From an optimization exercise on the open Yosys and OpenROAD flow, aimed at small area, a short achievable clock period and few clock cycles; shortcuts taken in it are not production practice. RTL that was checked went through simulation tests only; none was proved equivalent to the original. No functional check of the RTL was part of run 8. Power and IR drop assume default switching activity.

==> design/flow/design.v <==
`timescale 1ns/1ps
`default_nettype none
package mem_pkg;
  typedef logic [31:0] addr_t;
  typedef logic [31:0] word_t;
  typedef logic [7:0]  byte_t;
  typedef logic [1:0]  size_t;
  localparam logic [1:0] IO_SELECT = 2'b11;  
endpackage
`default_nettype wire
`timescale 1ns/1ps
`default_nettype none
module mem_unit (
  input  logic                   clk_in,
  input  logic                   rst_in,
  input  logic                   rdy_in,
  input  logic                   fetch_en,
  input  mem_pkg::addr_t         fetch_addr,
  output logic                   fetch_done,
  output mem_pkg::word_t         fetch_data,
  input  logic                   load_en,
  input  mem_pkg::addr_t         load_addr,
  input  mem_pkg::size_t         load_size,
  output logic                   load_done,
  output mem_pkg::word_t         load_data,
  input  logic                   store_en,
  input  mem_pkg::addr_t         store_addr,
  input  mem_pkg::size_t         store_size,
  input  mem_pkg::word_t         store_data,
  output logic                   store_done,
  input  logic                   flush_in,
  input  logic                   io_buffer_full,
  input  mem_pkg::byte_t         mem_din,
  output mem_pkg::byte_t         mem_dout,
  output mem_pkg::addr_t         mem_a,
  output logic                   mem_wr
);
  logic        f_out;       
  logic        s_val;       
  logic [15:0] sw;
  logic [2:0]  fc;
  logic        fdin;        
  logic        f_sub;       
  logic [31:0] ra;
  logic        d_busy;
  logic        d_run;       
  logic        own;         
  logic        own_w;       
  logic        d_wr;        
  logic        d_io;        
  logic [17:0] d_q;         
  logic [1:0]  d_idx;       
  logic [1:0]  d_last;      
  logic [31:0] sd;          
  logic [3:0]  wb;          
  logic        ldin;        
  logic        l_fin;       
  logic        ls1, ls2, ls4;  
  logic        d_req;
  logic [1:0]  req_size, req_last;
  logic [17:0] req_addr;
  logic        req_io;
  logic        d_go;        
  logic        d_end;       
  logic        l_start;     
  logic        f_new;       
  logic        c_out;       
  logic        f_go0;       
  logic        f_done0;     
  logic [2:0]  fc0;
  logic [15:0] sw0;
  logic        n_busy, n_run, n_wr, n_io, n_fout, n_own;
  logic        f_hold;      
  logic [2:0]  fc_h;
  logic [1:0]  n_idx, n_last;
  logic [2:0]  n_fc;
  assign d_req    = load_en || store_en;
  assign req_size = load_en ? load_size : store_size;
  assign req_last = req_size[1] ? 2'd3 : {1'b0, req_size[0]};
  assign req_addr = load_en ? load_addr[17:0] : store_addr[17:0];
  assign req_io   = (req_addr[17:16] == mem_pkg::IO_SELECT);
  assign d_go     = own && !(d_wr && d_io && io_buffer_full);
  assign d_end    = d_go && d_idx == d_last;
  assign c_out    = fetch_en || (f_out && !flush_in);
  assign f_go0    = !own && !fc[2] && (c_out || s_val);
  assign l_start  = own && !d_run && !d_wr;
  assign f_done0  = c_out && ((fc[2] && !l_start) || (f_go0 && fc == 3'd3));
  assign fc0      = f_done0 ? 3'd0 : fc + {2'd0, f_go0};
  assign sw0      = f_done0 ? sw + 16'd1 : sw;
  assign f_new    = fetch_en && !(s_val && fetch_addr[17:2] == sw);
  assign mem_a    = {14'd0, own ? d_q : {sw, fc[1:0]}};
  assign mem_dout = ({8{wb[0]}} & sd[7:0])   | ({8{wb[1]}} & sd[15:8]) |
                    ({8{wb[2]}} & sd[23:16]) | ({8{wb[3]}} & sd[31:24]);
  assign mem_wr   = rdy_in && own_w && !(d_io && io_buffer_full);
  assign fetch_data = {({8{f_sub}} & mem_din) | ra[31:24], ra[23:0]};
  assign load_data[7:0]   = ({8{ls1}} & mem_din) | ra[7:0];
  assign load_data[15:8]  = ({8{ls2}} & mem_din) | ra[15:8];
  assign load_data[23:16] = ra[23:16];
  assign load_data[31:24] = {8{ls4}} & mem_din;
  logic [1:0] f_lane, l_lane;
  assign f_lane = fc[1:0] - 2'd1;
  assign l_lane = d_idx - 2'd1;
  always_ff @(posedge clk_in)
  begin
    if (fdin)
      ra[8*f_lane +: 8] <= mem_din;
    if (ldin && !l_fin)
      ra[8*l_lane +: 8] <= mem_din;
    if (rdy_in && l_start)
    begin
      if (d_last == 2'd0)
        ra[7:0] <= 8'd0;
      if (!d_last[1])
        ra[23:8] <= 16'd0;
    end
    if (rdy_in && f_go0 && c_out && fc == 3'd3 && !f_new)
      ra[31:24] <= 8'd0;
    if (rdy_in && store_en)
      sd <= store_data;
  end
  always_comb
  begin
    n_busy = d_busy;
    n_run  = d_run;
    n_wr   = d_wr;
    n_io   = d_io;
    n_idx  = d_idx;
    n_last = d_last;
    n_fout = f_out;
    n_fc   = fc;
    if (!rdy_in)
    begin
      if (l_fin)
      begin
        n_busy = 1'b1;
        n_run  = 1'b1;
      end
    end
    else
    begin
      if (d_req)
      begin
        n_busy = 1'b1;
        n_run  = 1'b0;
        n_wr   = store_en;
        n_io   = req_io;
        n_idx  = 2'd0;
        n_last = req_last;
      end
      else if (own)
      begin
        n_run = 1'b1;
        if (d_end)
        begin
          n_busy = 1'b0;
          n_wr   = 1'b0;
        end
        else if (d_go)
          n_idx = d_idx + 2'd1;
      end
      n_fout = f_new || (c_out && !f_done0);
      n_fc   = (f_new || l_start) ? 3'd0 :
               (fetch_en && f_done0) ? 3'd4 : fc0;
    end
    fc_h   = fc + {2'd0, !own && !fc[2]};
    f_hold = (fetch_en || f_out) && fc_h != 3'd0 && !fc_h[2];
    if (!rdy_in)
      n_own = own || l_fin;
    else
      n_own = n_busy && (n_run || !f_hold);
  end
  always_ff @(posedge clk_in)
  begin
    if (rst_in)
    begin
      f_out      <= 1'b0;
      s_val      <= 1'b0;
      fc         <= 3'd0;
      fdin       <= 1'b0;
      f_sub      <= 1'b0;
      ldin       <= 1'b0;
      l_fin      <= 1'b0;
      ls1        <= 1'b0;
      ls2        <= 1'b0;
      ls4        <= 1'b0;
      d_busy     <= 1'b0;
      d_run      <= 1'b0;
      own        <= 1'b0;
      own_w      <= 1'b0;
      d_wr       <= 1'b0;
      fetch_done <= 1'b0;
      load_done  <= 1'b0;
      store_done <= 1'b0;
    end
    else
    begin
      d_busy <= n_busy;
      d_run  <= n_run;
      d_wr   <= n_wr;
      d_io   <= n_io;
      d_idx  <= n_idx;
      d_last <= n_last;
      f_out  <= n_fout;
      fc     <= n_fc;
      own    <= n_own;
      own_w  <= n_own && n_wr;
      wb     <= 4'b0001 << n_idx;
      if (!rdy_in)
      begin
        fdin  <= 1'b0;
        f_sub <= 1'b0;
        ldin  <= 1'b0;
        l_fin <= 1'b0;
        ls1   <= 1'b0;
        ls2   <= 1'b0;
        ls4   <= 1'b0;
        if (l_fin)
          load_done <= 1'b0;
      end
      else
      begin
        if (d_req)
          d_q <= req_addr;
        else if (d_go && !d_end)
          d_q <= d_q + 18'd1;
        ldin      <= d_go && !d_wr;
        l_fin     <= d_end && !d_wr;
        ls1       <= d_end && !d_wr && d_last == 2'd0;
        ls2       <= d_end && !d_wr && d_last == 2'd1;
        ls4       <= d_end && !d_wr && d_last[1];
        load_done <= d_end && !d_wr;
        store_done <= (n_own && n_wr && !n_io && n_idx == n_last) ||
                      (d_end && d_wr && d_io);
        fdin       <= f_go0 && !f_new;
        f_sub      <= f_go0 && c_out && fc == 3'd3 && !f_new;
        fetch_done <= f_done0 && !f_new;
        sw         <= fetch_en ? fetch_addr[17:2] : sw0;
        if (fetch_en)
          s_val <= 1'b1;
      end
    end
  end
endmodule
`default_nettype wire
==> design/flow/flow/run.sh <==
#!/bin/bash
# Standard layout, with the port buffers made of plain buf_1 cells
# (the default pick is the slower and larger clkdlybuf4s50_1); the
# resizer still sizes them up where timing or slew needs it.
set -euo pipefail
export BUFFER_PORTS_ARGS="-buffer_cell sky130_fd_sc_hd__buf_1"
bash standard.sh > flow_make.log 2>&1
==> design/flow/standard.sh <==
#!/bin/bash
# synth_recipe.tcl (not shown) runs the flow's synth.tcl, then flattens the netlist and writes it again
# the make line also repeats each setting of config.mk as NAME=value (left out here)
make -C /OpenROAD-flow-scripts/flow DESIGN_CONFIG=/design/flow/config.mk WORK_HOME=/design/flow/orfs CLKGATE_MAP_FILE= SYNTH_SCRIPT=/design/flow/synth_recipe.tcl "${@:-finish}"
==> design/flow/config.mk <==
export PLATFORM = sky130hd
export DESIGN_NAME = mem_unit
export DESIGN_NICKNAME = mem_unit
export VERILOG_FILES = /design/flow/design.v
export SDC_FILE = /design/flow/constraint.sdc
export NUM_CORES = 4
export LEC_CHECK = 0
export CAP_MARGIN = 20
export CORE_MARGIN = 2
export CORE_UTILIZATION = 40
export CTS_BUF_LIST = sky130_fd_sc_hd__clkbuf_4 sky130_fd_sc_hd__clkbuf_8
export CTS_CLUSTER_DIAMETER = 150
export CTS_CLUSTER_SIZE = 40
export SETUP_SLACK_MARGIN = 2.4
export SLEW_MARGIN = 20
==> design/flow/constraint.sdc <==
create_clock -name core_clock -period 5.0 [get_ports {clk_in}]
set_input_delay 1.0000 -clock core_clock [delete_from_list [all_inputs] [get_ports {clk_in}]]
set_output_delay 1.0000 -clock core_clock [all_outputs]
set_load 0.01 [all_outputs]
==> notes.md, run 1 <==
* Fin. max-slew vios at 0
* Net switching power at a little under 800 uW
* Die area at ~18000 um2
* Place WS at 1.86 ns
* Min-delay src: load_done$_SDFFE_PP0P_
* Commonest non-fill, non-tap cell in the layout: buf_1
* Number of setup buffers added after CTS at 0
* Layout Nets at 1019
* Area leader, netlist: edfxtp_1
* Worst EP arrival at between 1.5 and 2 ns
* Worst Skew at roughly 0.014 ns
* Core area at about 17000 um2
* Critical path class: reg2out
* Hold path depth at 2
* Fraction of post-synthesis cell area in the top cell type by area at between 30% and 40%
* Layout Utilization at 46.4%
* Worst reg-to-reg path cell count at 6
* Syn avg cell area at between 9 and 10 um2
* Clock sink total at between 100 and 150
* Slowest stage delay, CP at ~0.57 ns
* H-tree levels at 4
* Final hold viol count at 0
* Synthesis-to-layout area growth at 15.0%
* Sequential share of power at between 50% and 60%
* Detail Route Antenna Nets at 0
* DRT Pass-1 Iters at 4
* Mapped Cells at around 700
* Rel. slew slack at approximately half
* Routed WL per cell at approximately 16 um
* Status: finished clean
* Boundary Pins at around 260
* CP max-delay cell: dfxtp_4
* RSZ-0062 raised after global routing: true
* Crit path time final at approximately 2.5 ns
* Max-cap viol count at 0
* Clock slew at reported path FFs at roughly 0.080 ns
* Hold Crit Endpoint: load_done$_SDFFE_PP0P_
* Port Buffers at approximately 200
* Final setup violation count at 0
* Clock power frac at between 30% and 40%
* Most frequent cells in the layout: buf_1, nand2_1, edfxtp_1, nor2_1, a22oi_1
* Dpl hpwl at 12.3 mm
* Sw frac at a little under a third
* Sequential area share after synthesis at 47.7%
* GR Util All Layers at about a fifth
* GRT overflow at 0
* Fin crit share at between 50 and 60%
* FMAX at 394 MHz
* Root Driver: clkbuf_8
* Hold_buf cts at 0
* P_int at approximately 1800 uW
* Cell row count at 48
* # diodes at 0
* Vias in the first global route at approximately 5300
* EDFF count, synth at 75
* Max Buffers Root-to-Sink at 2
* Global-route wire length before repair at around 27 mm
* Mapped cell area at 6910 um2
* Vias at ~5500
* Worst Setup Start Kind: flip-flop
* Initial cell density of the core at between 40% and 50%
* FF-to-FF Start: sw[6]$_DFFE_PP_
* Crit-path cells: mux2_2 > buf_1
* Share of post-route cells with drive strength above 1 at slightly above 10%
* HP Class: reg2reg
* Synth area leaders: edfxtp_1, dfxtp_1, a22oi_1
* Crit. End Element: output pin
* Slew @ Worst Pin at 0.755 ns
* Placer congestion estimate at about 0.84
* Placed cell count at 1062
* CTS tree: yes
* Die H at around 140 um
* Pleak at 0.00300 uW
* Combinational Power Share at around 17%
* #FFs+latches synth at between 100 and 150
* Routed WL at about 17 mm
* Worst-Skew Late Latency at between 0.4 and 0.5 ns
* Initial antenna violation count at 0
* Sum Neg Setup Slack at 0 ns
* Pwr Density at about 320 nW/um2
* Synth unique cells at 53
* Layout Cells excl Fill at 1094
* DR vias/cell at just over 5
* DRC viols at 0
* Num CTS Buffers at 17
* Worst vdd ir at approximately 0.00014 V
* Iteration-0 DRC Markers at approximately 230
* Asr flop ratio synth at 0%
* R2r setup slk at 2.72 ns
* Final setup margin at roughly 2.5 ns
* CP required at 4.00 ns
* Worst-path fanout max at 31
* FF-to-FF End: ra[30]$_SDFF_PP0_
* Final hold slack at about 0.48 ns
* Die Wd at around 140 um
* Post-synth top flop: edfxtp_1
* Largest net degree at the start of global routing at 38
* Synth Warn # at 1
synth_stat cells (all sizes together) (19+ instances only):
library cell / instances
edfxtp: 75
buf: 50
xnor2: 35
a22oi: 51
nand2: 76
o21ai: 48
nor2: 68
mux2: 23
a21oi: 20
nand3: 19
dfxtp: 52
a21o: 25
clkbuf: 34
logic make-up after synthesis:
logic type               after synthesis  synth area share (%)
XOR/XNOR                              48                  6.30
flip-flops                           127                  47.7
AND/OR/NAND/NOR                      221                  14.8
adder cells (fa/ha/maj)               15                  2.72
AO/OA/AOI/OAI                        166                  16.1
multiplexers                          27                  4.33
other                                  1                0.0543
buffers and inverters                101                  8.03
worst max-delay path, delay by kind of cell, from the launching register on:
family / cells / cell delay, ns
buf+inv: 1 / 0.13
flops: 1 / 0.57
mux: 1 / 0.40
cell type report:
cell class,instances,area [um2]
clock buffers,18,241
clock inverters,14,134
fillers,1722,9170
inverters,17,63.8
multi-input cells,491,3140
flip-flops and latches,127,3300
well taps,225,282
repair buffers,202,787
flip-flops by register name (all words and copies together) (netlist names), 2 cells and up:
| name | cells |
|---|---|
| d_idx | 2 |
| d_last | 2 |
| d_q | 18 |
| fc | 3 |
| ra | 32 |
| sd | 32 |
| sw | 16 |
| wb | 4 |
what timing repair did:
| action | CTS | global route |
|---|---|---|
| setup endpoints to repair | 86 | 12 |
| pin swaps | 0 | 0 |
| resized for setup | 13 | 2 |
per-layer routing:
layer | part of all wire, % | wire length (um) | vias up | GRT usage (%)
li1 | - | - | 2760 | -
met1 | 46 | 7870 | 2591 | 23.9
met2 | 47 | 8000 | 175 | 31.3
met3 | 5.7 | 968 | 18 | 4.79
met4 | 1.5 | 252 | 0 | 5.61
met5 | 0 | 0 | - | 0
per-stage QoR:
step / power (uW) / cell area [um2]
global placement: 1750 / 7540
finish: 2580 / 7940
detailed placement: 1750 / 7540
floorplan: 1640 / 6970
global route: 2720 / 7940
CTS: 2610 / 7940
power groups by stage:
stage | sequential, uW | combinational (uW) | clock (uW)
final | 1290 | 436 | 854
after CTS | 1290 | 442 | 882
after global routing | 1300 | 492 | 926
after floorplan | 1280 | 366 | 0
after detailed placement | 1310 | 437 | 0
after global placement | 1310 | 434 | 0
worst max-delay path by stage:
stage	from	endpoint	depth (start not counted)
2_1_floorplan	load_en	d_q[0]$_DFFE_PP_	4
3_3_place_gp	fetch_en	sw[8]$_DFFE_PP_	6
5_1_grt	own$_SDFF_PP0_	mem_a[14]	2
4_1_cts	own$_SDFF_PP0_	mem_a[14]	2
6_report	own$_SDFF_PP0_	mem_a[14]	2
3_5_place_dp	rst_in	d_q[5]$_DFFE_PP_	4
Testbench counts, summed over its fixed seeds: cycles 65,049.
==> run 2, diff against run 1 <==
--- a/design/flow/config.mk
+++ b/design/flow/config.mk
@@ -9,3 +9,3 @@
 export CORE_MARGIN = 2
-export CORE_UTILIZATION = 40
+export CORE_UTILIZATION = 30
 export CTS_BUF_LIST = sky130_fd_sc_hd__clkbuf_4 sky130_fd_sc_hd__clkbuf_8
@@ -13,3 +13,3 @@
 export CTS_CLUSTER_SIZE = 40
-export SETUP_SLACK_MARGIN = 2.4
+export SETUP_SLACK_MARGIN = 2.5
 export SLEW_MARGIN = 20
==> run 2 against run 1 <==
Compared with the run above:
- global-route usage decreased by 3.4 points
- first-iteration DRC count increased by 52%
- clock-buffer cell count increased by 2
- highest routed layer unchanged
==> notes.md, run 2 <==
* Die H at about 160 um
* Post-Synth Adder-Cell Area at 2.72%
* Worst-path fanout max at 8
* Layout Nets at ~1000
* Worst-Skew Late Latency at about 0.44 ns
* Sequential area share after synthesis at between 40 and 50%
* Top post-synthesis cells by count: nand2_1, edfxtp_1, nor2_1
* Cell row count at 55
* GRT overflow at 0
* Initial cell density of the core at 30.5%
* Post-synth top flop: edfxtp_1
* CTS tree: yes
* Clock sink total at 127
* FF-to-FF Start: d_idx[0]$_DFFE_PN_
* Fraction of post-synthesis cell area in the top cell type by area at about 33%
* Crit path time final at between 2 and 2.5 ns
* Worst vdd ir at between 0.0001 and 0.00015 V
* #FFs+latches synth at 127
* DR vias/cell at about 4.9
* Critical path class: reg2out
* Slowest stage delay, CP at roughly 0.4 ns
* Routed WL per cell at ~16 um
* Mapped Cells at approximately 710
* Count leader, synth: nand2_1
* Die Wd at about 160 um
* Synth Area in Simple Gates at between 10% and 20%
* R2r setup slk at around 2.8 ns
* CP max-delay cell: dfxtp_4
* EDFF count, synth at 75
* Largest family of logic cells by synthesized area: compound AO/OA/AOI/OAI gates
* Sequential share of power at 46.8%
* Num CTS Buffers at 17
* FMAX at just over 400 MHz
* Global-route wire length before repair at approximately 28 mm
* Worst Setup Start Kind: flip-flop
* Core area at around 23000 um2
* Die area at between 20000 and 25000 um2
* Hold path depth at 2
* Crit-path cells: buf_12 > mux2_2 > clkbuf_2
* Hold Crit Endpoint: fetch_done$_SDFFE_PP0P_
* Fin. max-slew vios at 0
* Initial antenna violation count at 0
* Final hold viol count at 0
* Port Buffers at between 150 and 200
* Vias in the first global route at 5292
* RSZ-0062 raised after global routing: true
* Asr flop ratio synth at 0%
* Detail Route Antenna Nets at 0
* Share of post-route cells with drive strength above 1 at 14.3%
* DRC viols at 0
* Crit. End Element: output pin
* Worst Skew at roughly 0.013 ns
* Synth unique cells at 53
* Final hold slack at 0.472 ns
* H-tree levels at 4
* Placer congestion estimate at 0.870
* Post-Synth XOR/XNOR Area at 6.30%
* DRT Pass-1 Iters at 5
* Status: finished clean
* Routed WL at 19.0 mm
* Max-cap viol count at 0
* Iteration-0 DRC Markers at approximately 340
* Min-delay src: fetch_done$_SDFFE_PP0P_
* Sw frac at 28.8%
* FF-to-FF End: store_done$_SDFFE_PP0P_
* # diodes at 0
* Net switching power at between 700 and 800 uW
* Pwr Density at between 300 and 400 nW/um2
* Largest regs: ra: 32 flops, sd: 32 flops, d_q: 18 flops
* Mapped cell area at between 6000 and 7000 um2
* Slew @ Worst Pin at between 0.7 and 0.8 ns
* Fin crit share at between 40% and 50%
* Layout Utilization at 37.0%
* Vias at roughly 5700
* Synth Warn # at 1
* Synth area leaders: edfxtp_1, dfxtp_1, a22oi_1
* Rel. slew slack at 48.5%
* Worst reg-to-reg path cell count at 9
* Max Buffers Root-to-Sink at 2
* Boundary Pins at between 200 and 300
* Worst EP arrival at 1.47 ns
* Sum Neg Setup Slack at 0 ns
* HP Class: reg2reg
* Dpl hpwl at between 10 and 15 mm
* Area leader, netlist: edfxtp_1
* Hold_buf cts at 0
* Post-synthesis mux area share at between 4 and 5%
* Commonest non-fill, non-tap cell in the layout: buf_1
* # fillers at 2301
* Root Driver: clkbuf_8
* Syn avg cell area at a little under 10 um2
* Clock slew at reported path FFs at ~0.08 ns
* CP required at roughly 4 ns
* Most frequent cells in the layout: buf_1, nand2_1, edfxtp_1, nor2_1, dfxtp_1
* Synthesis-to-layout area growth at 21.4%
* GR Util All Layers at between 10% and 20%
* Compound-cell area share of the yosys netlist at between 10% and 20%
* P_int at 1950 uW
* Final setup violation count at 0
* Pleak at between 0.003 and 0.004 uW
* Largest net degree at the start of global routing at 36
* Combinational Power Share at 18.1%
* Clock power frac at between 30% and 40%
-- run 2: how the worst max path moves through the flow --
stage          slack [ns]  depth (start not counted)                       to           start
6_report             2.53                          3                 mem_a[5]  own$_SDFF_PP0_
5_1_grt              2.47                          3                 mem_a[5]  own$_SDFF_PP0_
4_1_cts              2.43                          4                   mem_wr          rdy_in
3_5_place_dp         1.64                          6  store_done$_SDFFE_PP0P_          rdy_in
3_3_place_gp         1.69                          6  store_done$_SDFFE_PP0P_          rdy_in
2_1_floorplan        2.50                          4                   mem_wr          rdy_in
-- run 2: power groups by stage --
stage	sequential, uW	combinational, uW	clock [uW]
floorplan	1280	368	0
finish	1280	494	960
global route	1290	550	1040
global placement	1310	442	0
detailed placement	1310	446	0
CTS	1280	470	994
-- run 2: area by class of cell --
cell class	count	area (um2)	share of cell area, %
Timing Repair Buffer	213	1040	12.4
Multi-Input combinational cell	491	3200	38.2
Clock inverter	12	159	1.89
Tap cell	285	357	4.25
Inverter	17	63.8	0.761
Sequential cell	127	3300	39.4
Clock buffer	20	263	3.13
-- run 2: cell families (layout without fill, tap and decap cells) --
logic type / after synthesis / in the layout
mux: 27 / 27
compound gates: 166 / 166
xor+xnor: 48 / 48
simple gates: 221 / 221
flops: 127 / 127
fa+ha+maj: 15 / 15
buf+inv: 101 / 262
other cells: 1 / 14
-- run 2: what timing repair did --
| action | CTS | global route |
|---|---|---|
| gates cloned | 0 | 2 |
| setup endpoints to repair | 103 | 68 |
| pin swaps | 0 | 2 |
| setup buffers | 4 | 5 |
| resized for setup | 28 | 47 |
-- run 2: per-layer routing --
metal / vias up / GRT usage (%) / share of wire [%]
met2: 239 / 25.9 / 47
met4: 0 / 4.50 / 1.3
met5: - / 0 / 0
li1: 2775 / - / -
met1: 2671 / 19.3 / 45
met3: 14 / 3.89 / 6.2
-- run 2: critical path: cells and delay by family, from the launching register on --
| kind | cells | cell delay [ns] |
|---|---|---|
| flops | 1 | 0.40 |
| mux | 1 | 0.36 |
| buf+inv | 2 | 0.28 |
-- run 2: through the flow --
step                      cells  power (uW)  cell area [um2]  setup slack (ns)
final                      1165        2730             8390              2.53
after global routing       1165        2880             8390              2.47
after CTS                  1158        2740             8140              2.43
after detailed placement   1122        1760             7630              1.64
after global placement     1122        1750             7630              1.69
after floorplan             719        1650             7000              2.50
==> run 3, diff against run 2 <==
--- a/design/flow/config.mk
+++ b/design/flow/config.mk
@@ -9,3 +9,3 @@
 export CORE_MARGIN = 2
-export CORE_UTILIZATION = 30
+export CORE_UTILIZATION = 50
 export CTS_BUF_LIST = sky130_fd_sc_hd__clkbuf_4 sky130_fd_sc_hd__clkbuf_8
==> run 3 against run 2 <==
Compared with the run above:
- sequential power about the same
- die area shrank 39%
- register-to-register slack worse by 0.06 ns
- maximum frequency increased by 0.21%
- clock skew grew 0.0020 ns
- largest power group unchanged
- largest cell class unchanged
- power decreased by 5.2%
- core utilization rose by 23 points
- clock power down 12%
- flip-flop and latch count unchanged
- sequential share of layout area up 1.5 points
==> notes.md, run 3 <==
* Status: finished clean
* Area leader, netlist: edfxtp_1
* Mapped cell area at just under 7000 um2
* R2r setup slk at 2.70 ns
* Core area at ~13000 um2
* Worst reg-to-reg path cell count at 9
* Worst-Skew Late Latency at approximately 0.46 ns
* Routed WL per cell at between 15 and 20 um
* Dpl hpwl at 12.4 mm
* Placed cell count at roughly 1000
* FF-to-FF Start: d_idx[0]$_DFFE_PN_
* Slew @ Worst Pin at 0.793 ns
* Syn avg cell area at approximately 10 um2
* Final hold viol count at 0
* EDFF count, synth at 75
* H-tree levels at 4
* Layout Cells excl Fill at 1059
* Synthesis-to-layout area growth at 16.9%
* Min-delay src: load_done$_SDFFE_PP0P_
* Crit path from: mem_din[6]
* Pwr Density at ~320 nW/um2
* GRT overflow at 0
* # fillers at 1212
* Worst Setup EP: load_data[6]
* Worst vdd ir at 0.000185 V
* # diodes at 0
* Cell row count at 42
* Hold path depth at 2
* Rel. slew slack at a little under half
* Vias in the first global route at 5512
* Synth area leaders: edfxtp_1, dfxtp_1, a22oi_1
* Vias at 5741
* #FFs+latches synth at roughly 130
* Num CTS Buffers at 17
* Initial antenna violation count at 0
* Die area at 14800 um2
* Die H at about 120 um
* Place WS at between 2 and 2.5 ns
* Iteration-0 DRC Markers at 341
* Max Buffers Root-to-Sink at 2
* Fraction of post-synthesis cell area in the top cell type by area at between 30% and 40%
* Final setup margin at 2.53 ns
* Worst EP arrival at between 1 and 1.5 ns
* Crit. End Element: output pin
* Routed WL at between 15 and 20 mm
* Fin. max-slew vios at 0
* Critical path class: in2out
* Hold_buf cts at 0
* Clock sink total at around 130
* DRT Pass-1 Iters at 5
* DRC viols at 0
* Detail Route Antenna Nets at 0
* Post-synth top flop: edfxtp_1
* Largest regs: ra: 32 flops, sd: 32 flops, d_q: 18 flops
* Mapped Cells at around 710
* RSZ-0062 raised after global routing: false
* Placer congestion estimate at between 0.8 and 0.9
* Worst Skew at around 0.015 ns
* Top post-synthesis cells by count: nand2_1, edfxtp_1, nor2_1
* Root Driver: clkbuf_8
* Fin crit share at 49.4%
* Worst Setup Start Kind: primary input
* GR Util All Layers at about a quarter
* CTS tree: yes
* DR vias/cell at ~5.4
* Final setup violation count at 0
* Pleak at 0.00309 uW
* Port Buffers at 197
* Boundary Pins at roughly 260
* CP required at 4.00 ns
* HP Class: reg2reg
* Sequential area share after synthesis at between 40% and 50%
* Count leader, synth: nand2_1
* Most frequent cells in the layout: buf_1, nand2_1, edfxtp_1, nor2_1, dfxtp_1
* Synth Warn # at 1
* FMAX at roughly 400 MHz
* Layout Nets at 1033
* Max-cap viol count at 0
* Sum Neg Setup Slack at 0 ns
* Global-route wire length before repair at approximately 27 mm
* Initial cell density of the core at between 50% and 60%
* Asr flop ratio synth at 0%
* FF-to-FF End: store_done$_SDFFE_PP0P_
* Commonest non-fill, non-tap cell in the layout: buf_1
* Clock slew at reported path FFs at about 0.070 ns
* Worst-path fanout max at 9
* Share of post-route cells with drive strength above 1 at about 12%
* Crit path time final at 2.47 ns
* Largest net degree at the start of global routing at 38
* Die Wd at approximately 120 um
* Synth unique cells at 53
==> run 3: changes by cell type in the layout (fill, tap and decap cells not counted), sizes merged <==
cell | previous run | this run
buf | 199 | 211
clkbuf | 34 | 24
clkinvlp | 0 | 3
bufinv | 3 | 1
clkinv | 6 | 7
inv | 20 | 19
==> run 3: cells by family after synthesis <==
kind of cell / synth area share, %
simple gates: 14.8
xor+xnor: 6.30
other cells: 0.0543
flops: 47.7
buf+inv: 8.03
compound gates: 16.1
fa+ha+maj: 2.72
mux: 4.33
==> run 3: timing repair <==
item,4_1_cts,5_1_grt
resized for setup,21,13
gates cloned,1,0
pin swaps,0,1
hold endpoints to repair,0,0
setup buffers,4,9
endpoints found under the setup margin,60,54
==> run 3: report_power, final <==
group | leakage, uW | total, uW | internal, uW | switching [uW]
Combinational | 0.00177 | 472 | 203 | 269
Clock | 0.000186 | 842 | 412 | 430
Sequential | 0.00113 | 1280 | 1210 | 69.8
==> run 3: per-stage QoR <==
step	total power, uW	instance area [um2]	utilization [%]	hold WS [ns]
2_1_floorplan	1650	7000	-	0.459
3_3_place_gp	1740	7490	56.1	0.467
3_5_place_dp	1750	7490	56.1	0.470
4_1_cts	2600	7940	59.5	0.480
5_1_grt	2720	8080	60.5	0.507
6_report	2590	8080	60.5	0.481
==> run 3: worst min path at each step <==
stage	endpoint	slack (ns)
final	load_done$_SDFFE_PP0P_	0.48
after global routing	load_done$_SDFFE_PP0P_	0.51
after CTS	load_done$_SDFFE_PP0P_	0.48
after detailed placement	load_done$_SDFFE_PP0P_	0.47
after global placement	load_done$_SDFFE_PP0P_	0.47
after floorplan	s_val$_SDFFE_PP0P_	0.46
==> run 3: final cells by class <==
cell class | instances | area, um2 | area share, %
clock inverter | 13 | 116 | 1.44
multi-input combinational | 491 | 3160 | 39.1
clock buffer | 19 | 255 | 3.16
tap | 176 | 220 | 2.73
sequential | 127 | 3300 | 40.9
inverter | 17 | 63.8 | 0.790
timing repair buffer | 216 | 962 | 11.9
==> run 3: layer usage <==
layer,routed length [um],global-route usage [%],up-vias
met1,7340,28.0,2749
met4,250,7.83,0
li1,-,-,2784
met3,1080,6.55,24
met2,8670,40.7,184
met5,0,0,-
==> run 3: worst max-delay path, stage by stage <==
cell	delay, ns
clkbuf_4	0.16
a21o_1	0.18
buf_1	0.13
==> run 4, diff against run 3 <==
--- a/design/flow/config.mk
+++ b/design/flow/config.mk
@@ -9,3 +9,3 @@
 export CORE_MARGIN = 2
-export CORE_UTILIZATION = 50
+export CORE_UTILIZATION = 40
 export CTS_BUF_LIST = sky130_fd_sc_hd__clkbuf_4 sky130_fd_sc_hd__clkbuf_8
@@ -13,2 +13,3 @@
 export CTS_CLUSTER_SIZE = 40
+export GPL_TIMING_DRIVEN = 0
 export SETUP_SLACK_MARGIN = 2.5
==> run 4 against run 3 <==
Compared with the run above:
- still clean
- via count increased by 2.2%
- synthesized area unchanged
- critical path depth increased by 2
- non-clock buffer count increased by 64
- final area increased by 9.0%
- combinational power increased by 22%
- worst setup slack got worse by 0.11 ns
- global-route usage decreased by 3.4 points
- sequential share of layout area decreased by 3.4 points
- register-to-register slack about the same
- maximum frequency decreased by 4.3%
- sequential power about the same
- critical path type is now reg2out
- critical endpoint is now mem_a[12]
- largest cell class unchanged
- largest power group unchanged
- highest routed layer unchanged
==> notes.md, run 4 <==
* FMAX at ~390 MHz
* Final setup violation count at 0
* Initial cell density of the core at ~40%
* Sequential area share after synthesis at between 40% and 50%
* Asr flop ratio synth at 0%
* Slew @ Worst Pin at 0.827 ns
* Top post-synthesis cells by count: nand2_1, edfxtp_1, nor2_1
* Design area at roughly 8800 um2
* Worst vdd ir at between 0.00015 and 0.0002 V
* DR vias/cell at roughly 5
* CP bufs+invs at 4
* Largest net degree at the start of global routing at 34
* Crit. path cell count at 5
* Worst-Skew Late Latency at 0.44 ns
* Crit path time final at 2.58 ns
* Pleak at roughly 0.0036 uW
* Synth area leaders: edfxtp_1, dfxtp_1, a22oi_1
* Most frequent cells in the layout: buf_1, nand2_1, edfxtp_1, nor2_1, buf_4
* Layout Nets at about 1100
* Worst Setup Start Kind: flip-flop
* Fraction of post-synthesis cell area in the top cell type by area at between 30% and 40%
* Rel. slew slack at 44.8%
* Crit-path cells: buf_8 > buf_12 > buf_8 > mux2_4 > buf_6
* Critical path's top delay family: buffers and inverters
* HP Class: reg2reg
* Die area at ~18000 um2
* Commonest non-fill, non-tap cell in the layout: buf_1
* Mapped Cells at roughly 700
* #FFs+latches synth at 127
* Routed WL at 18.4 mm
* DRT Pass-1 Iters at 5
* Seq. cell area at ~3300 um2
* Crit. End Element: output pin
* Worst reg-to-reg path cell count at 9
* EDFF count, synth at 75
* CP dominant cell by count: buf_8
* H-tree levels at 4
* Final hold viol count at 0
* Worst EP arrival at 1.58 ns
* FF-to-FF Start: d_idx[0]$_DFFE_PN_
* Area leader, netlist: edfxtp_1
* Worst Setup EP: mem_a[12]
* Num CTS Buffers at 17
* FF-to-FF End: store_done$_SDFFE_PP0P_
* Initial antenna violation count at 0
* Slowest stage delay, CP at 0.33 ns
* GR Util All Layers at 20.0%
* RSZ-0062 raised after global routing: true
* Vias in the first global route at about 5400
* # diodes at 0
* Max Buffers Root-to-Sink at 2
* Clock sink total at ~130
* Status: finished clean
* Syn avg cell area at between 9 and 10 um2
* Post-synth top flop: edfxtp_1
* DRC viols at 0
* Crit path from: own$_SDFF_PP0_
* Detail Route Antenna Nets at 0
* Critical path class: reg2out
* Fin crit share at between 50% and 60%
* Port Buffers at between 150 and 200
* Pwr Density at 314 nW/um2
* Worst Skew at between 0.009 and 0.01 ns
* GRT overflow at 0
* Fin. max-slew vios at 0
* Clock slew at reported path FFs at around 0.080 ns
* Global-route wire length before repair at approximately 28 mm
* Hold_buf cts at 0
* Root Driver: clkbuf_8
* R2r setup slk at ~2.7 ns
* Sum Neg Setup Slack at 0 ns
* # fillers at ~1600
* Boundary Pins at roughly 260
* Placed cell area at 7970 um2
* Dpl hpwl at between 10 and 15 mm
* Placer congestion estimate at around 0.85
* Max-cap viol count at 0
* Iteration-0 DRC Markers at approximately 300
* CP max-delay cell: dfxtp_2
* Vias at between 5000 and 6000
* Largest regs: ra: 32 flops, sd: 32 flops, d_q: 18 flops
* Cell row count at 48
* Share of post-route cells with drive strength above 1 at 19.0%
* Synthesis-to-layout area growth at 27.4%
* Routed WL per cell at roughly 16 um
* Core area at about 17000 um2
* CTS tree: yes
* Count leader, synth: nand2_1
* Power consumption at between 2000 and 3000 uW
* Synth unique cells at 53
* Die Wd at around 140 um
* Multi-input gate area at approximately 3200 um2
* Worst-path fanout max at 5
* Die H at between 100 and 150 um
* Synth Warn # at 1
* Mapped cell area at around 6900 um2
* CP required at around 4.0 ns
## run 4: cell counts after synthesis
No cell type changed its count.
## run 4: metal layers
metal	up-vias	wire, um	global-route usage [%]
met5	-	0	0
met4	0	242	5.56
met3	21	1170	4.23
met2	216	8790	33.1
met1	2707	8160	26.5
li1	2925	-	-
## run 4: power by group
group | switching, uW | internal, uW
logic | 292 | 286
registers | 69.2 | 1210
clock network | 446 | 465
## run 4: how the worst min path moves through the flow
stage / from / endpoint / cells past startpoint
after global routing: fetch_done$_SDFFE_PP0P_ / fetch_done$_SDFFE_PP0P_ / 2
after floorplan: s_val$_SDFFE_PP0P_ / s_val$_SDFFE_PP0P_ / 2
after CTS: fetch_done$_SDFFE_PP0P_ / fetch_done$_SDFFE_PP0P_ / 2
after global placement: fetch_done$_SDFFE_PP0P_ / fetch_done$_SDFFE_PP0P_ / 2
after detailed placement: fetch_done$_SDFFE_PP0P_ / fetch_done$_SDFFE_PP0P_ / 2
final: fetch_done$_SDFFE_PP0P_ / fetch_done$_SDFFE_PP0P_ / 2
## run 4: worst min-delay path, stage by stage, from the launching register on
cell     delay, ns
dfxtp_1       0.33
nand2_1       0.04
o21ai_0       0.06
## run 4: stage by stage
step / setup slack [ns] / hold WS, ns / utilization (%) / std cells
2_1_floorplan: 2.50 / 0.459 / - / 719
3_3_place_gp: 1.96 / 0.447 / 46.6 / 1129
3_5_place_dp: 1.99 / 0.457 / 46.6 / 1129
4_1_cts: 2.37 / 0.477 / 50.2 / 1168
5_1_grt: 2.37 / 0.516 / 51.4 / 1172
6_report: 2.42 / 0.469 / 51.4 / 1172
## run 4: kinds of logic (layout without fill, tap and decap cells)
| family | Yosys count | count (layout) | synth area share (%) |
|---|---|---|---|
| other cells | 1 | 14 | 0.0543 |
| xor+xnor | 48 | 48 | 6.30 |
| fa+ha+maj | 15 | 15 | 2.72 |
| buf+inv | 101 | 329 | 8.03 |
| flops | 127 | 127 | 47.7 |
| compound gates | 166 | 166 | 16.1 |
| mux | 27 | 27 | 4.33 |
| simple gates | 221 | 221 | 14.8 |
## run 4: final cells by class
class / instances / share of cell area [%]
Sequential cell: 127 / 37.5
Multi-Input combinational cell: 491 / 36.4
Timing Repair Buffer: 196 / 10.9
Buffer: 84 / 6.72
Tap cell: 225 / 3.20
Clock buffer: 19 / 2.83
Clock inverter: 13 / 1.75
Inverter: 17 / 0.725
## run 4: what timing repair did
item,4_1_cts,5_1_grt
cloned,1,0
pin swaps,0,2
setup buffers,6,4
setup endpoints to repair,60,78
resized for setup,54,66
==> run 5, diff against run 4 <==
--- a/design/flow/config.mk
+++ b/design/flow/config.mk
@@ -13,3 +13,3 @@
 export CTS_CLUSTER_SIZE = 40
-export GPL_TIMING_DRIVEN = 0
+export PLACE_DENSITY = 0.8
 export SETUP_SLACK_MARGIN = 2.5
==> run 5 against run 4 <==
Compared with the run above:
- sequential power hardly changed
- register-to-register slack hardly changed
- critical path depth stayed put
- synthesized area stayed put
- core utilization is 2.4 points lower
- worst hold slack worse by 0.0041 ns
- worst setup slack better by 0.053 ns
- clock skew is 0.0022 ns higher
- sequential share of layout area is 1.9 points higher
- wire length is 1.2% higher
- die area stayed put
- clock-buffer cell count is 1 lower
- critical endpoint is now mem_wr
- largest cell class unchanged
==> notes.md, run 5 <==
* Status: finished clean
* Root Driver: clkbuf_8
* Critical path class: in2out
* Post-Synth Adder-Cell Area at approximately 2.7%
* Vias at about 5900
* R2r setup slk at 2.69 ns
* Area leader, netlist: edfxtp_1
* Fin crit share at about half
* Multi-input gate area at 3230 um2
* Fraction of post-synthesis cell area in the top cell type by area at between 30% and 40%
* FF-to-FF Start: own$_SDFF_PP0_
* Seq. cell area at between 3000 and 4000 um2
* Min-delay src: fetch_done$_SDFFE_PP0P_
* Max-cap viol count at 0
* H-tree levels at 4
* Mapped cell area at around 6900 um2
* RSZ-0062 raised after global routing: true
* Cell row count at 48
* Die Wd at ~140 um
* HP Class: reg2reg
* Share of post-route cells with drive strength above 1 at around 15%
* Core area at 17100 um2
* Placer congestion estimate at 0.895
* FF-to-FF End: ra[0]$_DFF_P_
* Sequential area share after synthesis at a little under half
* Worst-Skew Late Latency at approximately 0.45 ns
* Post-synth top flop: edfxtp_1
* Design area at about 8400 um2
* CTS tree: yes
* Crit path from: rdy_in
* Combinational Power Share at about a fifth
* # diodes at 0
* Initial antenna violation count at 0
* Commonest non-fill, non-tap cell in the layout: buf_1
* Fin. max-slew vios at 0
* Place WS at about 1.9 ns
* GR Util All Layers at ~20%
* Net switching power at slightly above 800 uW
* Worst-path fanout max at 2
* Worst Setup Start Kind: primary input
* Final hold slack at around 0.47 ns
* Final hold viol count at 0
* DRC viols at 0
* Largest family of logic cells by synthesized area: compound AO/OA/AOI/OAI gates
* Crit. End Element: output pin
* Final setup violation count at 0
* Vias in the first global route at between 5000 and 6000
* # fillers at 1588
* Crit. path cell count at 5
* Synthesis-to-layout area growth at 21.4%
* Top post-synthesis cells by count: nand2_1, edfxtp_1, nor2_1
* Syn avg cell area at approximately 10 um2
* CP max-delay cell: buf_2
* Sequential share of power at 46.5%
* Worst Skew at between 0.01 and 0.015 ns
* CP required at roughly 4.0 ns
* Worst Setup EP: mem_wr
* Dpl hpwl at between 10 and 15 mm
* Synth Area in Simple Gates at approximately 15%
* Compound-cell area share of the yosys netlist at about 16%
* Rel. slew slack at between 40% and 50%
* Placed cell count at roughly 1100
* Pwr Density at around 330 nW/um2
* Boundary Pins at roughly 260
* Clock slew at reported path FFs at 0.07 ns
* Most frequent cells in the layout: buf_1, nand2_1, edfxtp_1, nor2_1, dfxtp_1
* Crit-path cells: clkbuf_2 > buf_6 > nand2_1 > a21oi_2 > buf_2
* Die area at approximately 18000 um2
* Slowest stage delay, CP at around 0.14 ns
* Routed WL at between 15 and 20 mm
* Count leader, synth: nand2_1
* GRT overflow at 0
* Max Buffers Root-to-Sink at 2
* Post-Synth XOR/XNOR Area at 6.30%
* Global-route wire length before repair at 28.0 mm
* Mapped Cells at around 710
* Die H at ~140 um
* Detail Route Antenna Nets at 0
* #FFs+latches synth at between 100 and 150
* Critical path's top delay family: buffers and inverters
* Layout Cells excl Fill at 1107
* Post-synthesis mux area share at between 4 and 5%
* Final setup margin at ~2.5 ns
* DRT Pass-1 Iters at 6
* Num CTS Buffers at 17
* CP bufs+invs at 3
* Sw frac at between 20 and 30%
* DR vias/cell at 5.29
* P_int at between 1500 and 2000 uW
* Clock sink total at roughly 130
* Slew @ Worst Pin at ~0.76 ns
* Largest net degree at the start of global routing at 38
* Routed WL per cell at 16.8 um
* Clock power frac at 34.8%
* EDFF count, synth at 75
* FMAX at 396 MHz
* Port Buffers at just under 200
* Worst reg-to-reg path cell count at 7
* Asr flop ratio synth at 0%
* Iteration-0 DRC Markers at between 300 and 400
* Sum Neg Setup Slack at 0 ns
* Placed cell area at between 7000 and 8000 um2
* Pleak at between 0.003 and 0.004 uW
* Worst vdd ir at ~0.00019 V
* Worst EP arrival at between 1.5 and 2 ns
* Layout Nets at roughly 1000
* Synth Warn # at 1
* Synth area leaders: edfxtp_1, dfxtp_1, a22oi_1
* Largest regs: ra: 32 flops, sd: 32 flops, d_q: 18 flops
* Crit path time final at 2.53 ns
* Initial cell density of the core at approximately two fifths
* Synth unique cells at 53
-- run 5: per-layer routing --
layer	global-route usage [%]	up-vias	wire (um)
met5	0	-	0
met4	6.42	0	403
met3	5.42	39	1550
met2	33.9	314	8970
met1	24.2	2720	7640
li1	-	2788	-
-- run 5: logic make-up after synthesis --
kind of cell    after synthesis
compound gates              166
xor+xnor                     48
fa+ha+maj                    15
buf+inv                     101
flops                       127
mux                          27
other cells                   1
simple gates                221
-- run 5: what timing repair did --
item                       4_1_cts  5_1_grt
hold buffers                     0        0
buffers inserted                 2        8
pin swaps                        0        1
setup endpoints to repair       61       76
resized for setup               32       74
cloned                           2        1
-- run 5: cell type report --
cell class	count	area share, %
tap	225	3.36
clock buffer	18	2.88
sequential	127	39.4
timing repair buffer	215	13.0
inverter	17	0.761
clock inverter	14	2.13
multi-input combinational	491	38.5
-- run 5: how the worst min path moves through the flow --
stage                               to  slack (ns)  cells after the start
2_1_floorplan       s_val$_SDFFE_PP0P_        0.46                      2
3_3_place_gp   fetch_done$_SDFFE_PP0P_        0.45                      2
3_5_place_dp   fetch_done$_SDFFE_PP0P_        0.46                      2
4_1_cts        fetch_done$_SDFFE_PP0P_        0.47                      2
5_1_grt        fetch_done$_SDFFE_PP0P_        0.50                      2
6_report       fetch_done$_SDFFE_PP0P_        0.47                      2
-- run 5: worst register-to-register path, stage by stage, from the launching register on --
cell,delay (ns)
dfxtp_4,0.40
clkbuf_16,0.18
buf_4,0.11
nand2b_1,0.07
or2_2,0.33
nor3b_4,0.61
and2_1,0.41
nor2_1,0.09
-- run 5: power groups by stage --
stage	clock network [uW]	logic (uW)	registers [uW]
3_5_place_dp	0	455	1310
2_1_floorplan	0	368	1280
4_1_cts	978	477	1280
6_report	957	515	1280
3_3_place_gp	0	448	1300
5_1_grt	1030	574	1290
-- run 5: stage by stage --
stage | power (uW) | utilization (%)
floorplan | 1650 | -
global placement | 1750 | 44.1
detailed placement | 1760 | 44.1
CTS | 2740 | 47.2
global route | 2890 | 49.0
finish | 2750 | 49.0
==> run 6, diff against run 5 <==
--- a/design/flow/config.mk
+++ b/design/flow/config.mk
@@ -13,3 +13,3 @@
 export CTS_CLUSTER_SIZE = 40
-export PLACE_DENSITY = 0.8
+export PLACE_DENSITY = 0.45
 export SETUP_SLACK_MARGIN = 2.5
==> run 6 against run 5 <==
Compared with the run above:
- highest routed layer unchanged
- still clean on timing, DRC and antenna
- power down 6.4%
- worst hold slack better by 0.014 ns
- non-clock buffer count unchanged
- synthesized cell count unchanged
==> notes.md, run 6 <==
* # diodes at 0
* Post-synth top flop: edfxtp_1
* Worst-Skew Late Latency at about 0.44 ns
* Count leader, synth: nand2_1
* Port Buffers at 197
* FMAX at just over 400 MHz
* P_int at around 1800 uW
* Asr flop ratio synth at 0%
* Share of post-route cells with drive strength above 1 at 12.1%
* Initial cell density of the core at 40.4%
* Routed WL per cell at approximately 16 um
* DR vias/cell at ~5.0
* Final setup violation count at 0
* FF-to-FF Start: d_idx[0]$_DFFE_PN_
* Die Wd at about 140 um
* Post-Synth Adder-Cell Area at 2.72%
* Pleak at 0.00309 uW
* Final setup margin at ~2.5 ns
* Hold Crit Endpoint: fetch_done$_SDFFE_PP0P_
* RSZ-0062 raised after global routing: true
* Worst reg-to-reg path cell count at 9
* Worst Skew at 0.00947 ns
* Worst Setup Start Kind: primary input
* Sum Neg Setup Slack at 0 ns
* Min-delay src: fetch_done$_SDFFE_PP0P_
* Iteration-0 DRC Markers at between 200 and 250
* Top post-synthesis cells by count: nand2_1, edfxtp_1, nor2_1
* Critical path class: in2out
* Hold_buf cts at 0
* Synth unique cells at between 50 and 60
* #FFs+latches synth at roughly 130
* Mapped cell area at 6910 um2
* Pwr Density at 317 nW/um2
* Area leader, netlist: edfxtp_1
* Max Buffers Root-to-Sink at 2
* Sequential share of power at approximately half
* Mapped Cells at approximately 710
* Placed cell count at 1062
* Die H at around 140 um
* Sequential area share after synthesis at between 40% and 50%
* EDFF count, synth at 75
* Syn avg cell area at just under 10 um2
* Worst EP arrival at ~1.5 ns
* Synth area leaders: edfxtp_1, dfxtp_1, a22oi_1
* Hold path depth at 2
* Max-cap viol count at 0
* Slew @ Worst Pin at between 0.7 and 0.8 ns
* Clock slew at reported path FFs at ~0.080 ns
* Net switching power at between 700 and 800 uW
* Placer congestion estimate at ~0.85
* DRC viols at 0
* Worst-path fanout max at 8
* CTS tree: yes
* HP Class: reg2reg
* Vias in the first global route at between 5000 and 6000
* Cell row count at 48
* Most frequent cells in the layout: buf_1, nand2_1, edfxtp_1, nor2_1, a22oi_1
* Post-synthesis mux area share at 4.33%
* Largest family of logic cells by synthesized area: compound AO/OA/AOI/OAI gates
* Status: finished clean
* Global-route wire length before repair at around 28 mm
* Vias at about 5600
* Crit path time final at around 2.5 ns
* Routed WL at roughly 18 mm
* FF-to-FF End: store_done$_SDFFE_PP0P_
* GRT overflow at 0
* Boundary Pins at between 200 and 300
* Fraction of post-synthesis cell area in the top cell type by area at between 30% and 40%
* Synth Area in Simple Gates at approximately 15%
* Post-Synth XOR/XNOR Area at 6.30%
* Largest regs: ra: 32 flops, sd: 32 flops, d_q: 18 flops
* Synthesis-to-layout area growth at 17.5%
* H-tree levels at 4
* Crit. End Element: output pin
* DRT Pass-1 Iters at 5
* Rel. slew slack at a little under half
* Detail Route Antenna Nets at 0
* GR Util All Layers at between 10% and 20%
* Compound-cell area share of the yosys netlist at around 16%
* Clock power frac at about a third
* Sw frac at 29.8%
* Die area at approximately 18000 um2
* Commonest non-fill, non-tap cell in the layout: buf_1
* Place WS at between 2 and 2.5 ns
* Fin crit share at about half
* CP required at about 4 ns
* Clock sink total at 127
* Core area at approximately 17000 um2
* # fillers at 1713
* Synth Warn # at 1
* Num CTS Buffers at 17
* Final hold viol count at 0
* R2r setup slk at 2.70 ns
* Root Driver: clkbuf_8
* Layout Nets at a little over 1000
* Fin. max-slew vios at 0
* Initial antenna violation count at 0
* Largest net degree at the start of global routing at 36
* Worst vdd ir at ~0.00016 V
* Dpl hpwl at approximately 13 mm
* Layout Cells excl Fill at 1107
* Combinational Power Share at a little under a fifth
* Power consumption at ~2600 uW
## run 6: worst max-delay path by stage
stage | start | endpoint | slack (ns) | cells after the start
3_3_place_gp | rst_in | d_q[6]$_DFFE_PP_ | 2.05 | 4
6_report | mem_din[3] | load_data[27] | 2.54 | 3
3_5_place_dp | rst_in | d_q[6]$_DFFE_PP_ | 2.02 | 4
2_1_floorplan | rdy_in | mem_wr | 2.50 | 4
5_1_grt | own$_SDFF_PP0_ | mem_a[6] | 2.49 | 3
4_1_cts | own$_SDFF_PP0_ | mem_a[15] | 2.44 | 2
## run 6: repair_timing
action                                  4_1_cts  5_1_grt
buffers inserted                              1       11
pin swaps                                     0        1
cloned                                        1        0
gates resized for setup                      25       10
endpoints found under the setup margin       60       63
## run 6: final cells by class
class,count,area (um2),share of cell area [%]
clock buffers,18,241,2.97
clock inverters,14,119,1.46
inverters,17,63.8,0.786
multi-input cells,491,3140,38.7
flip-flops and latches,127,3300,40.7
well taps,225,282,3.47
repair buffers,215,968,11.9
## run 6: power by group through the flow
stage                     clock [uW]  combinational [uW]  sequential [uW]
after global routing             895                 529             1290
after CTS                        850                 449             1290
after floorplan                    0                 368             1280
after detailed placement           0                 442             1320
after global placement             0                 436             1310
final                            823                 472             1280
## run 6: layer usage
layer	part of all wire [%]	global-route usage [%]
met5	0	0
met3	5.6	5.16
met4	1.0	5.38
met2	50	34.5
met1	43	24.0
## run 6: worst max-delay path, stage by stage
cell and delay [ns]:
buf_4 0.16, and2_1 0.15, buf_1 0.15
## run 6: cell families (layout without fill, tap and decap cells)
kind of cell	Yosys count	count (layout)
XOR/XNOR	48	48
adder cells (fa/ha/maj)	15	15
multiplexers	27	27
flip-flops	127	127
AND/OR/NAND/NOR	221	221
AO/OA/AOI/OAI	166	166
buffers and inverters	101	264
other	1	14
## run 6: through the flow
stage / utilization [%] / hold WS (ns) / area, um2
2_1_floorplan: - / 0.459 / 7000
3_3_place_gp: 44.1 / 0.467 / 7550
4_1_cts: 46.6 / 0.486 / 7970
3_5_place_dp: 44.1 / 0.475 / 7550
6_report: 47.4 / 0.480 / 8120
5_1_grt: 47.4 / 0.522 / 8120
==> run 7, diff against run 6 <==
--- a/design/flow/config.mk
+++ b/design/flow/config.mk
@@ -13,3 +13,2 @@
 export CTS_CLUSTER_SIZE = 40
-export PLACE_DENSITY = 0.45
 export SETUP_SLACK_MARGIN = 2.5
==> run 7 against run 6 <==
Compared with the run above:
- core utilization is 0.18 points lower
- still clean on timing, DRC and antenna
- largest power group unchanged
- worst hold slack worse by 0.018 ns
- via count is 0.25% higher
==> notes.md, run 7 <==
* Mapped cell area at about 7000 um2
* Sequential area share after synthesis at a little under half
* Die H at roughly 140 um
* Boundary Pins at about 260
* Crit. End Element: output pin
* Die area at between 15000 and 20000 um2
* Clock slew at reported path FFs at roughly 0.080 ns
* Layout Cells excl Fill at roughly 1100
* H-tree levels at 4
* Cell row count at 48
* Most frequent cells in the layout: buf_1, nand2_1, edfxtp_1, nor2_1, dfxtp_1
* Port Buffers at 197
* Initial cell density of the core at 40.4%
* Largest net degree at the start of global routing at 36
* Iteration-0 DRC Markers at 293
* Worst-Skew Late Latency at 0.43 ns
* Core area at 17100 um2
* Crit path time final at around 2.5 ns
* Top post-synthesis cells by count: nand2_1, edfxtp_1, nor2_1
* Fin crit share at between 40% and 50%
* DR vias/cell at a little over 5
* FMAX at approximately 410 MHz
* Max-cap viol count at 0
* Layout Nets at between 1000 and 1500
* CP required at 4.00 ns
* Vias in the first global route at 5317
* DRT Pass-1 Iters at 5
* Count leader, synth: nand2_1
* Pwr Density at about 310 nW/um2
* Status: finished clean
* Slew @ Worst Pin at a little under 0.8 ns
* Fraction of post-synthesis cell area in the top cell type by area at about a third
* Worst vdd ir at about 0.00014 V
* Worst-path fanout max at 8
* Commonest non-fill, non-tap cell in the layout: buf_1
* Fin. max-slew vios at 0
* Placer congestion estimate at roughly 0.84
* Detail Route Antenna Nets at 0
* Worst EP arrival at 1.46 ns
* Share of post-route cells with drive strength above 1 at 12.0%
* Final hold slack at 0.461 ns
* Die Wd at around 140 um
* Syn avg cell area at roughly 9.8 um2
* GR Util All Layers at a little under a fifth
* Worst Skew at 0.0113 ns
* Final setup violation count at 0
* Synth Warn # at 1
* RSZ-0062 raised after global routing: true
* Layout Utilization at 47.2%
* Post-synth top flop: edfxtp_1
* Largest regs: ra: 32 flops, sd: 32 flops, d_q: 18 flops
* CTS tree: yes
* EDFF count, synth at 75
* HP Class: reg2reg
* Routed WL per cell at 15.7 um
* Synth area leaders: edfxtp_1, dfxtp_1, a22oi_1
* Initial antenna violation count at 0
* Clock sink total at 127
* Sum Neg Setup Slack at 0 ns
* # diodes at 0
* Num CTS Buffers at 17
* Vias at 5571
* Mapped Cells at approximately 710
* Synthesis-to-layout area growth at 17.1%
* Worst Setup Start Kind: primary input
* Max Buffers Root-to-Sink at 2
* Synth unique cells at 53
* Routed WL at between 15 and 20 mm
* Placed cell count at ~1100
* #FFs+latches synth at approximately 130
* Pleak at around 0.003 uW
* Root Driver: clkbuf_8
* Hold_buf cts at 0
* Final hold viol count at 0
* GRT overflow at 0
* Rel. slew slack at about 47%
* Asr flop ratio synth at 0%
* Critical path class: in2out
* Global-route wire length before repair at around 27 mm
* Area leader, netlist: edfxtp_1
* DRC viols at 0
* Dpl hpwl at 12.5 mm
==> run 7: path summary, 6_finish.rpt <==
| check | start | end | slack, ns | cells past startpoint |
|---|---|---|---|---|
| setup / recovery | mem_din[5] | load_data[29] | 2.54 | 3 |
| hold / removal | fetch_done$_SDFFE_PP0P_ | fetch_done$_SDFFE_PP0P_ | 0.46 | 2 |
| setup reg to reg | d_idx[0]$_DFFE_PN_ | store_done$_SDFFE_PP0P_ | 2.73 | 9 |
| hold reg to reg | fetch_done$_SDFFE_PP0P_ | fetch_done$_SDFFE_PP0P_ | 0.46 | 2 |
==> run 7: critical path, stage by stage <==
cell and delay (ns):
clkbuf_4 0.17, and2_1 0.14, buf_1 0.14
==> run 7: kinds of logic (layout without fill, tap and decap cells) <==
kind of cell             count (synthesis)  after routing  share of synthesized area [%]
flip-flops                             127            127                           47.7
buffers and inverters                  101            260                           8.03
other                                    1             14                         0.0543
AND/OR/NAND/NOR                        221            221                           14.8
adder cells (fa/ha/maj)                 15             15                           2.72
AO/OA/AOI/OAI                          166            166                           16.1
multiplexers                            27             27                           4.33
XOR/XNOR                                48             48                           6.30
==> run 7: power breakdown <==
group          internal (uW)  leakage [uW]  switching [uW]
combinational            200       0.00176             262
sequential              1210       0.00113            73.9
clock                    348      0.000171             448
==> run 7: layout make-up <==
class / count / area [um2]
repair buffers: 211 / 928
flip-flops and latches: 127 / 3300
clock buffers: 17 / 234
fillers: 1702 / 9030
clock inverters: 15 / 113
multi-input cells: 491 / 3160
inverters: 17 / 63.8
well taps: 225 / 282
==> run 7: metal layers <==
metal  up-vias  part of all wire, %  GRT usage [%]
li1       2781                    -              -
met3        11                  5.9           4.53
met1      2599                   45           24.6
met4         0                 0.96           5.03
met5         -                    0              0
met2       180                   48           32.2
==> run 7: repair_timing <==
action	in CTS	in global routing
pin swaps	0	1
endpoints found under the setup margin	60	61
resized for setup	23	14
hold endpoints to repair	0	0
setup buffers	3	5
cloned	1	0
==> run 7: stage by stage <==
stage                     cell area, um2  setup slack (ns)  power, uW
final                               8090              2.54       2540
after global routing                8090              2.49       2680
after CTS                           7980              2.50       2560
after detailed placement            7550              1.79       1750
after global placement              7550              1.87       1750
after floorplan                     7000              2.50       1650
==> run 8, diff against run 7 <==
--- a/design/flow/design.v
+++ b/design/flow/design.v
@@ -72,4 +72,2 @@
   logic        n_busy, n_run, n_wr, n_io, n_fout, n_own;
-  logic        f_hold;      
-  logic [2:0]  fc_h;
   logic [1:0]  n_idx, n_last;
@@ -164,8 +162,3 @@
     end
-    fc_h   = fc + {2'd0, !own && !fc[2]};
-    f_hold = (fetch_en || f_out) && fc_h != 3'd0 && !fc_h[2];
-    if (!rdy_in)
-      n_own = own || l_fin;
-    else
-      n_own = n_busy && (n_run || !f_hold);
+    n_own = n_busy && (n_run || !(n_fout && n_fc != 3'd0 && !n_fc[2]));
   end
--- a/design/flow/config.mk
+++ b/design/flow/config.mk
@@ -10,6 +10,3 @@
 export CORE_UTILIZATION = 40
-export CTS_BUF_LIST = sky130_fd_sc_hd__clkbuf_4 sky130_fd_sc_hd__clkbuf_8
-export CTS_CLUSTER_DIAMETER = 150
-export CTS_CLUSTER_SIZE = 40
-export SETUP_SLACK_MARGIN = 2.5
+export SETUP_SLACK_MARGIN = 2.4
 export SLEW_MARGIN = 20
==> run 8 against run 7 <==
Compared with the run above:
- maximum frequency is 7.9% lower
- wire length increased by 5.1%
- register-to-register slack worse by 0.17 ns
- via count grew 4.7%
- largest power group unchanged
- highest routed layer unchanged
==> notes.md, run 8 <==
* Mapped cell area at ~7000 um2
* HP Class: reg2reg
* Hold Crit Endpoint: load_done$_SDFFE_PP0P_
* DR vias/cell at approximately 5.2
* WL met1 at 7.77 mm
* Initial cell density of the core at 40.7%
* Asr flop ratio synth at 0%
* FF-to-FF End: store_done$_SDFFE_PP0P_
* FF-to-FF Start: own$_SDFF_PP0_
* Hold_buf cts at 0
* CTS tree: yes
* Worst Skew at just over 0.007 ns
* CP required at 5.32 ns
* Min-delay src: load_done$_SDFFE_PP0P_
* Vias in the first global route at 5539
* Final hold viol count at 0
* FMAX at 374 MHz
* Max Buffers Root-to-Sink at 2
* Vias at 5835
* Die area at approximately 19000 um2
* Num CTS Buffers at 17
* Fraction of post-synthesis cell area in the top cell type by area at about 32%
* Final hold slack at between 0.4 and 0.5 ns
* Critical path class: in2reg
* #FFs+latches synth at approximately 130
* Mapped Cells at approximately 700
* Syn avg cell area at 9.76 um2
* # diodes at 0
* Count leader, synth: nand2_1
* R2r setup slk at about 2.6 ns
* Synth area leaders: edfxtp_1, dfxtp_1, a22oi_1
* Sequential area share after synthesis at around 47%
* Clock sink total at roughly 130
* Routed WL per cell at 16.3 um
* Dpl hpwl at 12.8 mm
* DRC viols at 0
* Fin. max-slew vios at 0
* Hold path depth at 2
* Area leader, netlist: edfxtp_1
* Worst Setup Start Kind: primary input
* Worst vdd ir at approximately 0.00025 V
* Post-synth top flop: edfxtp_1
* DRT Pass-1 Iters at 5
* Global-route wire length before repair at roughly 28 mm
* Layout Nets at between 1000 and 1500
* Port Buffers at around 200
* Commonest non-fill, non-tap cell in the layout: buf_1
* Max-cap viol count at 0
* Crit path time final at 2.67 ns
* Design area at around 8400 um2
* Top post-synthesis cells by count: nand2_1, edfxtp_1, nor2_1
* Status: finished clean
* Power consumption at about 3000 uW
* Share of post-route cells with drive strength above 1 at around 11%
* RSZ-0062 raised after global routing: true
* Multi-input gate area at around 3300 um2
* Routed WL at 18.2 mm
* # fillers at between 1500 and 2000
* Pleak at 0.00323 uW
* Root Driver: clkbuf_16
* Worst-path fanout max at 5
* GR Util All Layers at 19.7%
* Fin crit share at ~53%
* Worst EP arrival at approximately 3.0 ns
* Largest regs: ra: 32 flops, sd: 32 flops, d_q: 18 flops
* Core area at between 15000 and 20000 um2
* Largest net degree at the start of global routing at between 40 and 50
* Top Metal Used: met4
* GRT overflow at 0
* Die H at 136 um
* WL met3 at 1.30 mm
* Die Wd at ~140 um
* EDFF count, synth at 75
* Pwr Density at about 350 nW/um2
* Sum Neg Setup Slack at 0 ns
* Synth Warn # at 1
* Boundary Pins at around 260
* Worst-Skew Late Latency at between 0.4 and 0.5 ns
* Initial antenna violation count at 0
* Detail Route Antenna Nets at 0
* Worst reg-to-reg path cell count at 9
* Seq. cell area at about 3300 um2
* Synthesis-to-layout area growth at 20.4%
* Crit. End Element: flip-flop
* Placer congestion estimate at about 0.86
* Clock slew at reported path FFs at 0.06 ns
* WL met2 at between 8 and 9 mm
* Iteration-0 DRC Markers at 398
* Slew @ Worst Pin at around 0.76 ns
* Synth unique cells at 64
* Final setup violation count at 0
* Placed cell area at ~7600 um2
* Most frequent cells in the layout: buf_1, nand2_1, edfxtp_1, nor2_1, a22oi_1
* Cell row count at between 40 and 50
* Rel. slew slack at between 40% and 50%
* H-tree levels at 4
## run 8: changes by cell type in the layout (fill, tap and decap cells not counted), moves of 5 or more
cell	before	now
inv_1	16	11
a21oi_1	17	23
xor2_1	11	28
clkbuf_8	17	0
buf_2	3	8
o21ai_0	47	41
xnor2_1	35	20
clkbuf_16	0	17
a22oi_1	48	53
## run 8: area by class of cell
cell class                      instances  share of cell area [%]
Clock buffer                           17                    5.04
Inverter                               11                   0.489
Clock inverter                         15                    1.75
Multi-Input combinational cell        509                    38.8
Tap cell                              225                    3.34
Sequential cell                       127                    39.1
Timing Repair Buffer                  211                    11.5
## run 8: power by group
part           internal [uW]  switching, uW  leakage [uW]
Clock                    700            517      0.000276
Combinational            207            271       0.00182
Sequential              1210           80.4       0.00113
## run 8: worst max-delay path, stage by stage
cell      delay (ns)
buf_6           0.09
nand2b_4        0.14
a211oi_4        0.30
and2_1          0.17
ha_2            0.18
mux2i_2         0.26
or4_1           0.16
a31oi_1         0.08
a311o_1         0.37
a31o_1          0.23
## run 8: how the worst max path moves through the flow
stage          startpoint  depth (start not counted)                      end
2_1_floorplan    flush_in                          9  store_done$_SDFFE_PP0P_
3_3_place_gp     fetch_en                         11  store_done$_SDFFE_PP0P_
3_5_place_dp     fetch_en                         11  store_done$_SDFFE_PP0P_
4_1_cts          flush_in                         10  store_done$_SDFFE_PP0P_
5_1_grt          flush_in                         10  store_done$_SDFFE_PP0P_
6_report         flush_in                         10  store_done$_SDFFE_PP0P_
## run 8: per-layer routing
metal / up-vias / global-route usage [%]
met5: - / 0
met4: 0 / 7.47
met3: 21 / 5.93
met2: 207 / 32.5
met1: 2769 / 24.3
li1: 2838 / -
## run 8: logic make-up after synthesis
logic type / share of synthesized area, %
compound gates: 16.3
xor+xnor: 6.23
fa+ha+maj: 2.14
buf+inv: 7.75
flops: 47.0
mux: 3.95
other cells: 0.0535
simple gates: 16.6
## run 8: stage by stage
stage	util (%)	setup slack, ns	instances
final	49.0	2.33	1115
after global routing	49.0	2.24	1115
after CTS	48.5	2.36	1111
after floorplan	-	2.24	731
after global placement	44.4	1.69	1075
after detailed placement	44.4	1.69	1075
## run 8: repair_timing
| action | CTS | global route |
|---|---|---|
| gates resized for setup | 24 | 5 |
| pin swaps | 5 | 4 |
| setup endpoints to repair | 96 | 37 |
| setup buffers | 2 | 4 |
| gates cloned | 2 | 0 |

port drivers added, routing unchanged:
The flow's constraints put no driver on any port. The routed layouts listed below were extracted and timed again, unchanged, in two steps. Step 1 assumes that a clkbuf_16 drives the clock port and a buf_2 every other input. Step 2, shift: input delay + t, output delay - t, t = (earliest + latest rising clock arrival at the registers) / 2. This alone moves slack from input paths to output paths. a / b / c = no drivers / after step 1 / after step 2; a / b = the first two.
run | t (ns) | slack for setup (ns) | latest minus earliest clock arrival (ns) | worst data-port slew with drivers (ns) | pins driven straight from the clock port
run 1 | 0.467 | 2.462 / 2.425 / 2.109 | 0.014 / 0.015 | 0.05 | 1
run 2 | 0.473 | 2.525 / 2.392 / 2.192 | 0.015 / 0.016 | 0.16 | 1
run 3 | 0.487 | 2.530 / 2.499 / 2.128 | 0.017 / 0.016 | 0.05 | 1
run 4 | 0.472 | 2.420 / 2.376 / 2.194 | 0.012 / 0.012 | 0.06 | 1
run 5 | 0.479 | 2.472 / 2.434 / 2.182 | 0.016 / 0.017 | 0.06 | 1
run 6 | 0.469 | 2.542 / 2.510 / 2.213 | 0.011 / 0.010 | 0.05 | 1
run 7 | 0.465 | 2.538 / 2.517 / 2.145 | 0.013 / 0.013 | 0.05 | 1
run 8 | 0.462 | 2.327 / 2.317 / 1.855 | 0.010 / 0.010 | 0.07 | 1
After both steps every run listed still meets setup and hold. For run 8, which loses most, drivers alone change the setup slack by -0.010 ns; drivers and shift together by -0.472 ns.
